This is an optimization exercise on Yosys and OpenROAD, whose aim is small area and a short achievable clock period, not a production implementation.
Function was checked by simulation only, so behaviour that the tests miss may differ from the original.
Power is estimated from default activity; no workload was simulated.

==> flow/design.v <==
module dmem_responder #(
   parameter int ADDR_W      = 7,
   parameter int WAIT_CYCLES = 2
) (
   input  logic        clk,
   input  logic        resetn,
   input  logic        req_valid,
   output logic        req_ready,
   input  logic        req_write,
   input  logic [15:0] req_addr,
   input  logic [15:0] req_wdata,
   output logic        rsp_valid,
   input  logic        rsp_ready,
   output logic [15:0] rsp_rdata,
   output logic        rsp_err
);
   localparam int DEPTH = 1 << ADDR_W;
   logic        req_ready_q;
   logic        w1_q;           
   logic        w2_q;           
   logic [7:0]  hiw_q;          
   logic        rsp_valid_q;
   logic        rsp_err_q;
   logic [15:0] rsp_rdata_q;
   logic [7:0]        hi_n_q;    
   logic [15:0]       lo_n_q;    
   logic              wr_q;
   logic              inr_q;
   logic [15:0]       wdata_q;
   logic [10:0]       rdp_q [16];
   logic [15:0] mem_q [DEPTH];
   logic accept;
   logic hold;
   logic [DEPTH-1:0] ws;
   logic [DEPTH-1:0] we;
   logic [7:0]       hiw_n;
   logic [10:0] rdp [16];
   logic [15:0] rd;
   assign accept = req_ready_q & req_valid;
   assign hold   = rsp_valid_q & ~rsp_ready;
   always_ff @(posedge clk) begin
      if (req_ready_q) begin
         hi_n_q  <= ~(8'd1 << req_addr[6:4]);
         lo_n_q  <= ~(16'd1 << req_addr[3:0]);
         wr_q    <= req_write;
         inr_q   <= (req_addr >> ADDR_W) == 16'd0;
         wdata_q <= req_wdata;
      end
   end
   always_ff @(posedge clk) begin
      if (!resetn) begin
         req_ready_q <= 1'b0;
         w1_q        <= 1'b0;
         w2_q        <= 1'b0;
         hiw_q       <= 8'd0;
         rsp_valid_q <= 1'b0;
         rsp_err_q   <= 1'b0;
         rsp_rdata_q <= 16'd0;
      end else begin
         req_ready_q <= ~(w1_q | w2_q | rsp_valid_q) & ~accept;
         w1_q        <= accept;
         w2_q        <= w1_q;
         hiw_q       <= {8{w1_q & wr_q & inr_q}} & ~hi_n_q;
         rsp_valid_q <= w2_q | hold;
         rsp_err_q   <= (w2_q & ~inr_q) | (hold & rsp_err_q);
         rsp_rdata_q <= ({16{w2_q & inr_q & ~wr_q}} & rd) | ({16{hold}} & rsp_rdata_q);
      end
   end
   assign hiw_n = ~(hiw_q & {8{resetn}});
   for (genvar i = 0; i < DEPTH; i++) begin : g_ws
      dmem_nor2 u_ws (.a(hi_n_q[i / 16]), .b(lo_n_q[i % 16]), .y(ws[i]));
      dmem_nor2 u_we (.a(hiw_n[i / 16]), .b(lo_n_q[i % 16]), .y(we[i]));
   end
   for (genvar b = 0; b < 16; b++) begin : g_rd
      logic [DEPTH-1:0] col;
      for (genvar i = 0; i < DEPTH; i++) begin : g_col
         assign col[i] = mem_q[i][b];
      end
      dmem_sel128 u_sel (.sel(ws), .d(col), .y(rdp[b]));
      always_ff @(posedge clk) rdp_q[b] <= rdp[b];
      dmem_or11 u_or (.a(rdp_q[b]), .y(rd[b]));
   end
   always_ff @(posedge clk) begin
      for (int i = 0; i < DEPTH; i++)
         if (we[i])
            mem_q[i] <= wdata_q;
   end
   assign req_ready = req_ready_q;
   assign rsp_valid = rsp_valid_q;
   assign rsp_err   = rsp_err_q;
   assign rsp_rdata = rsp_rdata_q;
endmodule
module dmem_sel128 (
   input  logic [127:0] sel,
   input  logic [127:0] d,
   output logic [10:0]  y
);
   logic [42:0] l1;
   for (genvar k = 0; k < 42; k++) begin : g_l1
      dmem_aoi222 u (.a(sel[3*k +: 3]), .b(d[3*k +: 3]), .y(l1[k]));
   end
   dmem_aoi22 u_l1last (.a(sel[127:126]), .b(d[127:126]), .y(l1[42]));
   for (genvar k = 0; k < 10; k++) begin : g_l2
      dmem_nand4 u (.a(l1[4*k +: 4]), .y(y[k]));
   end
   dmem_nand3 u_l2last (.a(l1[42:40]), .y(y[10]));
endmodule
module dmem_or11 (
   input  logic [10:0] a,
   output logic        y
);
   logic [2:0] l3;
   dmem_nor4 u_l3a (.a(a[3:0]), .y(l3[0]));
   dmem_nor4 u_l3b (.a(a[7:4]), .y(l3[1]));
   dmem_nor3 u_l3c (.a(a[10:8]), .y(l3[2]));
   dmem_nand3 u_l4 (.a(l3), .y(y));
endmodule
module dmem_nor2 (input logic a, input logic b, output logic y);
   assign y = ~(a | b);
endmodule
module dmem_aoi222 (input logic [2:0] a, input logic [2:0] b, output logic y);
   assign y = ~|(a & b);
endmodule
module dmem_aoi22 (input logic [1:0] a, input logic [1:0] b, output logic y);
   assign y = ~|(a & b);
endmodule
module dmem_nand4 (input logic [3:0] a, output logic y);
   assign y = ~&a;
endmodule
module dmem_nand3 (input logic [2:0] a, output logic y);
   assign y = ~&a;
endmodule
module dmem_nor4 (input logic [3:0] a, output logic y);
   assign y = ~|a;
endmodule
module dmem_nor3 (input logic [2:0] a, output logic y);
   assign y = ~|a;
endmodule
Settings: LEC_CHECK=0, ABC_CLOCK_PERIOD_IN_PS=2300, CAP_MARGIN=20, CORE_MARGIN=2, CORE_UTILIZATION=60, CTS_CLUSTER_DIAMETER=120, CTS_CLUSTER_SIZE=25, SETUP_SLACK_MARGIN=2.7, SLEW_MARGIN=20, SYNTH_HIERARCHICAL=1; clock period 5.0 ns.
run.sh (not shown) runs the stock make flow with config.mk's settings and CLKGATE_MAP_FILE= SYNTH_SCRIPT=/design/flow/synth_recipe.tcl, a recipe that flattens the netlist after the stock synthesis.
Change:
- CORE_UTILIZATION: 60 -> 65
- PLACE_DENSITY: default -> 0.7
Total power hardly moves.
Fmax rose by about 1.1%.
Setup slack improved by 0.026 ns.
Register-to-register slack improved by 0.03 ns.
Cell count came out lower by about 1.7%.
Area after synthesis is unchanged.
Worst hold slack gets worse by 0.0098 ns.
Routed wire length shrinks by about 2%.
Clock power is lower by about 0.4%.

==> port drivers added, routing unchanged <==
The flow's constraints put no driver on any port. The routed layouts listed below were extracted and timed again, unchanged, in two steps.
Step 1 sets driving cells, clkbuf_16 on the clock port and buf_2 on the other inputs (assumed; they add their load-dependent delay and slew).
Step 2 times the ports against the registers' clock, not the clock port: input delays grow and output delays shrink by t, the midpoint of the rising clock arrivals with the driver on.
a / b / c = ideal ports / drivers / drivers and shift; a / b = the first two.
run	t, ns	slack for setup (ns)	hold WS [ns]
the first run	0.809	2.631 / 2.631 / 1.981	0.504 / 0.504 / 0.504
the second run	0.809	2.658 / 2.657 / 1.952	0.494 / 0.494 / 0.494
After both steps setup and hold are still met in every run listed. The setup slack of the second run, which loses most, moves by -0.001 ns with the drivers and by -0.706 ns with both steps.
